What follows belongs to an exercise in optimizing a design on an open flow for small area, a short achievable clock period and few clock cycles per item; a production flow would make more cautious choices.
Where RTL was checked, it was by simulation tests only, not by an equivalence proof against the original.
Power and IR drop assume default switching activity.

run 1:
Design float_to_rgbe_encode, start of the top module:
module float_to_rgbe_encode
(
   input  wire logic         clock,
   input  wire logic         reset,
   input  wire logic         req_tvalid,
   output logic              req_tready,
   input  wire logic [191:0] req_tdata,   
   output logic              rsp_tvalid,
   input  wire logic         rsp_tready,
   output logic [31:0]       rsp_tdata    
);
Settings: LEC_CHECK=0, ABC_AREA=1, CAP_MARGIN=20, CORE_MARGIN=2, CORE_UTILIZATION=60, CTS_BUF_LIST=sky130_fd_sc_hd__clkbuf_8, CTS_CLUSTER_DIAMETER=100, CTS_CLUSTER_SIZE=30, SETUP_SLACK_MARGIN=3.5, SLEW_MARGIN=20; clock period 6.3 ns.
standard.sh (not shown) runs the stock make flow with config.mk's settings and CLKGATE_MAP_FILE= SYNTH_SCRIPT=/design/flow/synth_recipe.tcl, a recipe that flattens the netlist after the stock synthesis.
==> flow/flow/run.sh <==
#!/bin/bash
# Standard layout, except that the port buffers are the smallest buffer cell
# instead of the delay buffer buffer_ports picks by default, and that the
# rsp_tready and req_tready pins are placed side by side (io.tcl), as the
# only path from an input port to an output port runs between them.
# Each tool's full output lands in the ORFS logs under orfs/logs; make's own
# output in make.log.
set -euo pipefail
export BUFFER_PORTS_ARGS="-buffer_cell sky130_fd_sc_hd__buf_1"
export IO_CONSTRAINTS="$PWD/flow/io.tcl"
bash standard.sh > make.log 2>&1
==> flow/flow/io.tcl <==
# keep the two ready pins next to each other
set_io_pin_constraint -group -order -pin_names {rsp_tready req_tready}
Testbench counts of run 1, summed over its fixed seeds: cycles 9,616, items 9,600.
The following lists how run 2 was set up differently from run 1:
- SYNTH_HIERARCHICAL newly set to 1
- CORE_UTILIZATION changed from 60 to 40
==> flow/flow/run.sh <==
#!/bin/bash
# Standard layout with three changes:
# - the port buffers are the smallest buffer cell instead of the delay
#   buffer buffer_ports picks by default;
# - the rsp_tready and req_tready pins are placed side by side (io.tcl), as
#   the only path from an input port to an output port runs between them;
# - synthesis keeps the modules apart (SYNTH_HIERARCHICAL 1 in config.mk)
#   and maps the per-component classifier frgbe_max, which has slack, with
#   ORFS's area-oriented ABC script and the rest with the delay-oriented one.
#   It is the standard flow's own synthesis script (synth_recipe.tcl, which flattens and
#   renames as usual) with only ORFS's abc call split in two.
# Each tool's full output lands in the ORFS logs under orfs/logs; make's own
# output in make.log.
set -euo pipefail
export BUFFER_PORTS_ARGS="-buffer_cell sky130_fd_sc_hd__buf_1"
export IO_CONSTRAINTS="$PWD/flow/io.tcl"
work=$PWD
# ORFS synth.tcl with the abc call split by module
grep -c 'log_cmd abc {\*}$abc_args$' "$FLOW_HOME/scripts/synth.tcl" > abc_calls.txt
sed 's|^\(\s*\)log_cmd abc {\*}\$abc_args$|\1log_cmd abc {*}[lreplace $abc_args 1 1 $::env(SCRIPTS_DIR)/abc_speed.script] frgbe_max\n\1log_cmd abc {*}[lreplace $abc_args 1 1 $::env(SCRIPTS_DIR)/abc_area.script] float_to_rgbe_encode frgbe_scale|' \
  "$FLOW_HOME/scripts/synth.tcl" > "$work/synth_split.tcl"
sed "s|source \$::env(SCRIPTS_DIR)/synth.tcl|source $work/synth_split.tcl|" synth_recipe.tcl > "$work/synth_recipe_split.tcl"
sed "s|SYNTH_SCRIPT=[^ ]*|SYNTH_SCRIPT=$work/synth_recipe_split.tcl|" standard.sh > "$work/standard_split.sh"
bash "$work/standard_split.sh" > make.log 2>&1
Results
Pre-CTS worst setup slack in run 2 vs run 1: up 200 ps. Compared with run 1, in run 2 clock network fraction of design power decreased 0.4 points; starting density of the core decreased 20 points. Power: run 2 draws more than run 1. Fraction of the yosys area taken by sequential cells (run 2 over run 1): increase, 1.4 points. Re total vias in the final route: run 1 was higher than run 2.
[inputs] run 3 vs run 2
- SYNTH_HIERARCHICAL removed (was 1)
==> flow/flow/run.sh <==
#!/bin/bash
# Standard layout, except that the port buffers are the smallest buffer cell
# instead of the delay buffer buffer_ports picks by default, and that the
# rsp_tready and req_tready pins are placed side by side (io.tcl), as the
# only path from an input port to an output port runs between them.
# Each tool's full output lands in the ORFS logs under orfs/logs; make's own
# output in make.log.
set -euo pipefail
export BUFFER_PORTS_ARGS="-buffer_cell sky130_fd_sc_hd__buf_1"
export IO_CONSTRAINTS="$PWD/flow/io.tcl"
bash standard.sh > make.log 2>&1
- Across both runs, layout inverter count without the clock tree was higher for run 3 than for run 2.
- Looking at the reports, run 3 completed the entire flow and the layout it produced met the timing, design-rule and antenna checks.
- | area added between synthesis and finish | higher: run 2 |
- Initial standard-cell utilization of the core across run 3 and run 2: no real change.
- Run 2 vs run 3, endpoint of the worst setup timing path: black_ff vs req_tready
- Run 3: combinational group share of total power higher than run 2
- When run 3 is set beside run 2, its worst relative slew slack turns out to be 2.0 points smaller.
- NOTE final standard cell area without fillers run 2->run 3 increased slightly
- Of run 3 and run 2, the lower placeable core area belongs to run 2.
- [compare] base=run 2 new=run 3: portion of total power attributed to the clock network shrank by 2.5 points, count of plain and timing-repair buffers shrank by 12, sequential share of layout area shrank by 0.30 points.
diff inputs: run 3 => run 4
- CORE_UTILIZATION: 40 -> 45
Notes after the runs:
The flow did not stop early for run 4: all stages ran, and the layout cleared the timing, design-rule and antenna checks. Met1 track demand over resource in global routing in run 4 vs run 3: up 3.9 points. Run 3 -> run 4: final cell count decreased slightly. [run 4] first-iteration DRC count rose 0.64% relative to run 3. Summary of run 4 over run 3: met3 demand-to-capacity share in global routing lost 0.48 points, growth of design area from synthesis to finish lost 2.3 points.

---

float_to_rgbe_encode again, from the RTL that the note above started with.
Design float_to_rgbe_encode, start of the top module:
module float_to_rgbe_encode
(
   input  wire logic         clock,
   input  wire logic         reset,
   input  wire logic         req_tvalid,
   output logic              req_tready,
   input  wire logic [191:0] req_tdata,   
   output logic              rsp_tvalid,
   input  wire logic         rsp_tready,
   output logic [31:0]       rsp_tdata    
);
export LEC_CHECK = 0
export ABC_AREA = 1
export CAP_MARGIN = 20
export CORE_MARGIN = 2
export CORE_UTILIZATION = 55
export CTS_BUF_LIST = sky130_fd_sc_hd__clkbuf_8
export CTS_CLUSTER_DIAMETER = 100
export CTS_CLUSTER_SIZE = 30
export SETUP_SLACK_MARGIN = 3.5
export SLEW_MARGIN = 20
create_clock -name core_clock -period 6.3 [get_ports {clock}]
==> flow/flow/run.sh <==
#!/bin/bash
# Standard layout with three changes:
# - the port buffers are the smallest buffer cell instead of the delay
#   buffer buffer_ports picks by default;
# - the rsp_tready and req_tready pins are placed side by side (io.tcl), as
#   the only path from an input port to an output port runs between them;
# - synthesis maps the logic with abc_map.script (ABC's &nf mapping once, then
#   ABC's buffering and sizing) in place of ORFS's ABC script. It is the standard flow's
#   own synthesis script (synth_recipe.tcl, which flattens and renames as
#   usual) with only the script of ORFS's abc call changed; registers are
#   mapped before that call and are the standard synthesis's.
# Each tool's full output lands in the ORFS logs under orfs/logs; make's own
# output in make.log.
set -euo pipefail
export BUFFER_PORTS_ARGS="-buffer_cell sky130_fd_sc_hd__buf_1"
export IO_CONSTRAINTS="$PWD/flow/io.tcl"
work=$PWD
# ORFS synth.tcl with the abc call's script replaced
grep -c 'log_cmd abc {\*}$abc_args$' "$FLOW_HOME/scripts/synth.tcl" > abc_calls.txt
sed "s|^\(\s*\)log_cmd abc {\*}\$abc_args\$|\1log_cmd abc {*}[lreplace \$abc_args 1 1 $work/flow/abc_map.script]|" \
  "$FLOW_HOME/scripts/synth.tcl" > "$work/synth_map.tcl"
sed "s|source \$::env(SCRIPTS_DIR)/synth.tcl|source $work/synth_map.tcl|" synth_recipe.tcl > "$work/synth_recipe_map.tcl"
sed "s|SYNTH_SCRIPT=[^ ]*|SYNTH_SCRIPT=$work/synth_recipe_map.tcl|" standard.sh > "$work/standard_map.sh"
bash "$work/standard_map.sh" > make.log 2>&1
==> flow/flow/abc_map.script <==
&get -n
&st
&dch
&nf
&put
topo
stime -c
buffer -c
upsize -c
dnsize -c
Scripts as last shown in full above: flow/flow/io.tcl
Testbench counts at the start, summed over its fixed seeds: cycles 9,616, items 9,600.
Edit:
==> flow/flow/run.sh (replaced) <==
#!/bin/bash
# Standard layout, except that the port buffers are the smallest buffer cell
# instead of the delay buffer buffer_ports picks by default, and that the
# rsp_tready and req_tready pins are placed side by side (io.tcl), as the
# only path from an input port to an output port runs between them.
# Each tool's full output lands in the ORFS logs under orfs/logs; make's own
# output in make.log.
set -euo pipefail
export BUFFER_PORTS_ARGS="-buffer_cell sky130_fd_sc_hd__buf_1"
export IO_CONSTRAINTS="$PWD/flow/io.tcl"
bash standard.sh > make.log 2>&1
removed: flow/flow/abc_map.script
The changed run completed with no timing, DRC or antenna violations; non-clock buffer count drops by 50; total power drops by 16%; wire length drops by 23%; critical path depth drops by 11; synthesized area climbs by 11%; design area drops by 2.8%; via count drops by about 3%; worst setup slack improved by 0.57 ns; utilization drops by 9.3 points.

---

## the reference run
float_to_rgbe_encode, a different RTL version from the one above (not shown whole).
Size: roughly 830 cells after synthesis, ~33 flip-flops, ~230 I/O pins.
export LEC_CHECK = 0
export CAP_MARGIN = 20
export CORE_MARGIN = 2
export CORE_UTILIZATION = 40
export SLEW_MARGIN = 20
create_clock -name core_clock -period 6.3 [get_ports {clock}]
==> flow/flow/run.sh <==
#!/bin/bash
# Standard layout, except that the port buffers are the smallest buffer cell
# instead of the delay buffer buffer_ports picks by default. Each tool's full
# output lands in the ORFS logs under orfs/logs; make's own output in make.log.
set -euo pipefail
export BUFFER_PORTS_ARGS="-buffer_cell sky130_fd_sc_hd__buf_1"
bash standard.sh > make.log 2>&1
Testbench counts of the reference run, summed over its fixed seeds: cycles 9,608, items 9,600.
For the trial run, these inputs were changed with respect to the reference run:
- setting SETUP_SLACK_MARGIN to 2.0 for the first time
Results
The trial run went all the way through synthesis, placement and routing and the layout is clean on timing, DRC and antenna.
Going from the reference run to the trial run, number of post-CTS setup repair buffers barely changed; total power consumption of the routed design went up; internal power of the cells has increased; worst supply voltage drop on vdd picked up an extra 0.53%; final cell count has increased.
Going from the reference run to the trial run, share of total power in the clock network -0.4 points, wire length +1.3%, clock period minus worst slack -0.67 ns.

---

## run A
The RTL this note starts from:
==> flow/design.v <==
`default_nettype none
package frgbe_pkg;
   localparam logic [62:0] BlackThreshold = 63'h3E112E0BE826D695;
   localparam logic [10:0] OverflowExp = 11'd1150;
   localparam logic [10:0] ExpBase = 11'd984;
   function automatic logic [7:0] exp_byte(input logic [7:0] e);
      logic [7:0] r;
      logic [8:0] c;
      localparam logic [7:0] K = 8'd90;
      c[0] = 1'b0;
      for (int k = 0; k < 8; k++) begin
         if (K[k]) begin
            r[k] = ~(e[k] ^ c[k]);
            c[k + 1] = e[k] | c[k];
         end else begin
            r[k] = e[k] ^ c[k];
            c[k + 1] = e[k] & c[k];
         end
      end
      exp_byte = r;
   endfunction
   function automatic logic below_threshold(input logic [62:0] x);
      logic [63:0] lt, gt;
      lt = '0;
      gt = '0;
      for (int i = 0; i < 63; i++) begin
         lt[i] = ~x[i] & BlackThreshold[i];
         gt[i] = x[i] & ~BlackThreshold[i];
      end
      for (int w = 1; w < 64; w = w * 2) begin
         for (int i = 0; i + w < 64; i = i + 2 * w) begin
            lt[i] = lt[i + w] | (~gt[i + w] & lt[i]);
            gt[i] = gt[i + w] | (~lt[i + w] & gt[i]);
         end
      end
      below_threshold = lt[0];
   endfunction
endpackage
`default_nettype wire
`default_nettype none
module frgbe_max
(
   input  wire logic [63:0] in_bits,
   output logic [7:0]       out_exp,
   output logic             out_below,
   output logic             out_inf,
   output logic             out_over
);
   logic ones, frac_nz, valid;
   logic [10:0] off;
   always_comb begin
      ones = &in_bits[62:52];
      frac_nz = |in_bits[51:0];
      valid = !in_bits[63] && !ones;
      off = in_bits[62:52] - frgbe_pkg::ExpBase;
      out_exp = (valid && in_bits[62:52] > frgbe_pkg::ExpBase) ? off[7:0] : 8'd0;
      out_inf = !in_bits[63] && ones && !frac_nz;
      out_over = valid && (in_bits[62:52] >= frgbe_pkg::OverflowExp);
      out_below = in_bits[63] || (ones && frac_nz) ||
                  frgbe_pkg::below_threshold(in_bits[62:0]);
   end
endmodule
`default_nettype wire
`default_nettype none
module frgbe_scale
(
   input  wire logic [7:0]  e0, e1, e2,
   input  wire logic [6:0]  f0, f1, f2,
   input  wire logic        black,
   input  wire logic        over,
   output logic [31:0]      out_word
);
   logic [8:0] d01, d02, d12;
   logic sel0, sel1, sel2;
   logic [2:0] n01, n02, n12, sh0, sh1, sh2;
   logic z0, z1, z2;
   logic [7:0] m0, m1, m2, eb;
   function automatic logic ge8(input logic [8:0] d);
      ge8 = !d[8] && (d[7:3] != 5'd0);
   endfunction
   function automatic logic le8n(input logic [8:0] d);
      le8n = d[8] && ((d[7:3] != 5'h1F) || (d[2:0] == 3'd0));
   endfunction
   always_comb begin
      d01 = {1'b0, e0} - {1'b0, e1};
      d02 = {1'b0, e0} - {1'b0, e2};
      d12 = {1'b0, e1} - {1'b0, e2};
      n01 = 3'd0 - d01[2:0];
      n02 = 3'd0 - d02[2:0];
      n12 = 3'd0 - d12[2:0];
      sel0 = !d01[8] && !d02[8];
      sel1 = !sel0 && !d12[8];
      sel2 = !sel0 && !sel1;
      z0 = (sel1 && le8n(d01)) || (sel2 && le8n(d02));
      sh0 = sel1 ? n01 : (sel2 ? n02 : 3'd0);
      z1 = (sel0 && ge8(d01)) || (sel2 && le8n(d12));
      sh1 = sel0 ? d01[2:0] : (sel2 ? n12 : 3'd0);
      z2 = (sel0 && ge8(d02)) || (sel1 && ge8(d12));
      sh2 = sel0 ? d02[2:0] : (sel1 ? d12[2:0] : 3'd0);
      m0 = {1'b1, f0} >> sh0;
      m1 = {1'b1, f1} >> sh1;
      m2 = {1'b1, f2} >> sh2;
      eb = sel0 ? frgbe_pkg::exp_byte(e0) :
           (sel1 ? frgbe_pkg::exp_byte(e1) : frgbe_pkg::exp_byte(e2));
      if (black) out_word = '0;
      else if (over) out_word = '1;
      else out_word = {eb, z2 ? 8'd0 : m2, z1 ? 8'd0 : m1, z0 ? 8'd0 : m0};
   end
endmodule
`default_nettype wire
`default_nettype none
module float_to_rgbe_encode
(
   input  wire logic         clock,
   input  wire logic         reset,
   input  wire logic         req_tvalid,
   output logic              req_tready,
   input  wire logic [191:0] req_tdata,   
   output logic              rsp_tvalid,
   input  wire logic         rsp_tready,
   output logic [31:0]       rsp_tdata    
);
   logic adv, v1_ff, idle2_ff;
   logic [31:0] w_ff, w_in;
   logic [7:0] e0, e1, e2, e0_ff, e1_ff, e2_ff;
   logic [6:0] f0_ff, f1_ff, f2_ff;
   logic b0, b1, b2, i0, i1, i2, o0, o1, o2;
   logic black_ff, over_ff;
   frgbe_max u_c0 (.in_bits(req_tdata[63:0]), .out_exp(e0),
                   .out_below(b0), .out_inf(i0), .out_over(o0));
   frgbe_max u_c1 (.in_bits(req_tdata[127:64]), .out_exp(e1),
                   .out_below(b1), .out_inf(i1), .out_over(o1));
   frgbe_max u_c2 (.in_bits(req_tdata[191:128]), .out_exp(e2),
                   .out_below(b2), .out_inf(i2), .out_over(o2));
   frgbe_scale u_scale (.e0(e0_ff), .e1(e1_ff), .e2(e2_ff), .f0(f0_ff), .f1(f1_ff), .f2(f2_ff),
                        .black(black_ff), .over(over_ff), .out_word(w_in));
   assign adv = idle2_ff || rsp_tready;
   assign req_tready = adv;
   always_ff @(posedge clock) begin
      if (reset) begin
         v1_ff <= 1'b0;
         idle2_ff <= 1'b1;
      end else if (adv) begin
         v1_ff <= req_tvalid;
         idle2_ff <= !v1_ff;
      end
      if (adv) begin
         e0_ff <= e0;
         e1_ff <= e1;
         e2_ff <= e2;
         f0_ff <= req_tdata[51:45];
         f1_ff <= req_tdata[115:109];
         f2_ff <= req_tdata[179:173];
         black_ff <= b0 && b1 && b2;
         over_ff <= i0 || i1 || i2 || o0 || o1 || o2;
         w_ff <= w_in;
      end
   end
   assign rsp_tvalid = !idle2_ff;
   assign rsp_tdata = w_ff;
endmodule
`default_nettype wire
Settings: LEC_CHECK=0, ABC_AREA=1, CAP_MARGIN=20, CORE_MARGIN=2, CORE_UTILIZATION=40, CTS_BUF_LIST=sky130_fd_sc_hd__clkbuf_4 sky130_fd_sc_hd__clkbuf_8, CTS_CLUSTER_SIZE=30, SETUP_SLACK_MARGIN=3.4, SLEW_MARGIN=20; clock period 6.3 ns.
==> flow/flow/run.sh <==
#!/bin/bash
# Standard layout, except that the port buffers are the smallest buffer cell
# instead of the delay buffer buffer_ports picks by default, and that the
# rsp_tready and req_tready pins are placed side by side (io.tcl), as the
# only path from an input port to an output port runs between them.
# Each tool's full output lands in the ORFS logs under orfs/logs; make's own
# output in make.log.
set -euo pipefail
export BUFFER_PORTS_ARGS="-buffer_cell sky130_fd_sc_hd__buf_1"
export IO_CONSTRAINTS="$PWD/flow/io.tcl"
bash standard.sh > make.log 2>&1
Scripts as last shown in full above: flow/flow/io.tcl
Run A finished every stage and its layout cleared the timing, design-rule and antenna checks.
The following lists how run B was set up differently from run A:
==> flow/flow/run.sh <==
#!/bin/bash
# Standard layout, except that the port buffers are the smallest buffer cell
# instead of the delay buffer buffer_ports picks by default. Each tool's full
# output lands in the ORFS logs under orfs/logs; make's own output in make.log.
set -euo pipefail
export BUFFER_PORTS_ARGS="-buffer_cell sky130_fd_sc_hd__buf_1"
bash standard.sh > make.log 2>&1
-- flow/config.mk --
<<< run A, line 10
export CORE_MARGIN = 2
export CORE_UTILIZATION = 40
export CTS_BUF_LIST = sky130_fd_sc_hd__clkbuf_4 sky130_fd_sc_hd__clkbuf_8
export CTS_CLUSTER_SIZE = 30
export SETUP_SLACK_MARGIN = 3.4
export SLEW_MARGIN = 20
>>> run B, line 10
export CORE_MARGIN = 2
export CORE_UTILIZATION = 50
export SETUP_SLACK_MARGIN = 3.5
export SLEW_MARGIN = 20
removed: flow/flow/io.tcl
--- outcome ---
Number of clock buffer instances in the layout in run B is 3 higher than in run A. In the floorplan summary, run B is listed with a die area less than that of run A. Run B against run A; final non-filler cell total is down by a few percent. Run A and run B ended up with nearly the same power consumed by sequential cells. A master of the slowest instance on the critical path of buf_6 is what run A shows, while clkinvlp_4 belongs to run B. Summary of run B over run A: final critical-path share of the clock period climbed 2.0 points; overall die width now smaller; cell total after placement -50; clock power share now sits higher.
The following lists how run C was set up differently from run B:
-- flow/config.mk --
<<< run B, line 10
export CORE_MARGIN = 2
export CORE_UTILIZATION = 50
export SETUP_SLACK_MARGIN = 3.5
>>> run C, line 10
export CORE_MARGIN = 2
export CORE_UTILIZATION = 40
export CTS_BUF_LIST = sky130_fd_sc_hd__clkbuf_4 sky130_fd_sc_hd__clkbuf_8
export CTS_CLUSTER_SIZE = 30
export SETUP_SLACK_MARGIN = 3.5
## What came out
- Compared with run B, in run C portion of the layout cell area used by non-clock buffers shrank by 0.51 points; post-route minimum period lost 0.12 ns.
- [diff] clock skew, run C relative to run B: regression
- Summary of run C over run B: clock power share went down 4.1 points, post-detailed-placement half-perimeter wirelength shrank by about 2%.
- Run B has higher global-route track usage on met2 than run C.
- Max total power density per cell area across run B and run C: run B
- The number of standard cells in the final layout excluding fillers of run C exceeds that of run B by 2.8%.
- Summary — post-route worst setup slack, run C relative to run B: higher, by 0.12 ns.
No functional check of the RTL was part of any run of this note.

[port drivers added, routing unchanged]
The results above use ideal ports. As a check the final layouts listed here were re-extracted and re-timed, cells and wires unchanged.
Step 1 sets driving cells, clkbuf_16 on the clock port and buf_2 on the other inputs (assumed; they add their load-dependent delay and slew).
Step 2 times the ports against the registers' clock, not the clock port: input delays grow and output delays shrink by t, the midpoint of the rising clock arrivals with the driver on.
a / b / c = no drivers / after step 1 / after step 2; a / b = the first two.
run	shift t [ns]	setup WS [ns]	hold WS [ns]	worst data-port slew with drivers (ns)	cell pins on the clock port's net
run 1	0.403	3.502 / 3.374 / 3.374	0.470 / 0.470 / 0.470	0.21	1
run 2	0.422	3.356 / 3.372 / 2.950	0.493 / 0.493 / 0.493	0.12	1
run 3	0.413	3.547 / 3.377 / 3.377	0.465 / 0.465 / 0.465	0.20	1
run 4	0.396	3.551 / 3.365 / 3.302	0.471 / 0.471 / 0.471	0.22	1
the first run of note 2	0.415	2.962 / 2.962 / 2.962	0.507 / 0.507 / 0.507	0.23	1
the second run of note 2	0.388	3.536 / 3.512 / 3.437	0.472 / 0.472 / 0.472	0.07	1
the reference run	0.302	1.355 / 1.362 / 1.060	0.840 / 0.840 / 0.840	0.07	1
the trial run	0.303	2.027 / 2.032 / 1.729	0.838 / 0.838 / 0.838	0.07	1
run A	0.419	3.366 / 3.334 / 3.327	0.455 / 0.455 / 0.455	0.04	1
run B	0.370	3.243 / 3.210 / 3.210	0.445 / 0.445 / 0.445	0.09	1
run C	0.411	3.364 / 3.332 / 3.310	0.452 / 0.452 / 0.452	0.05	1
After both steps every run listed still meets setup and hold. The setup slack of run 2, which loses most, moves by +0.016 ns with the drivers and by -0.406 ns with both steps.
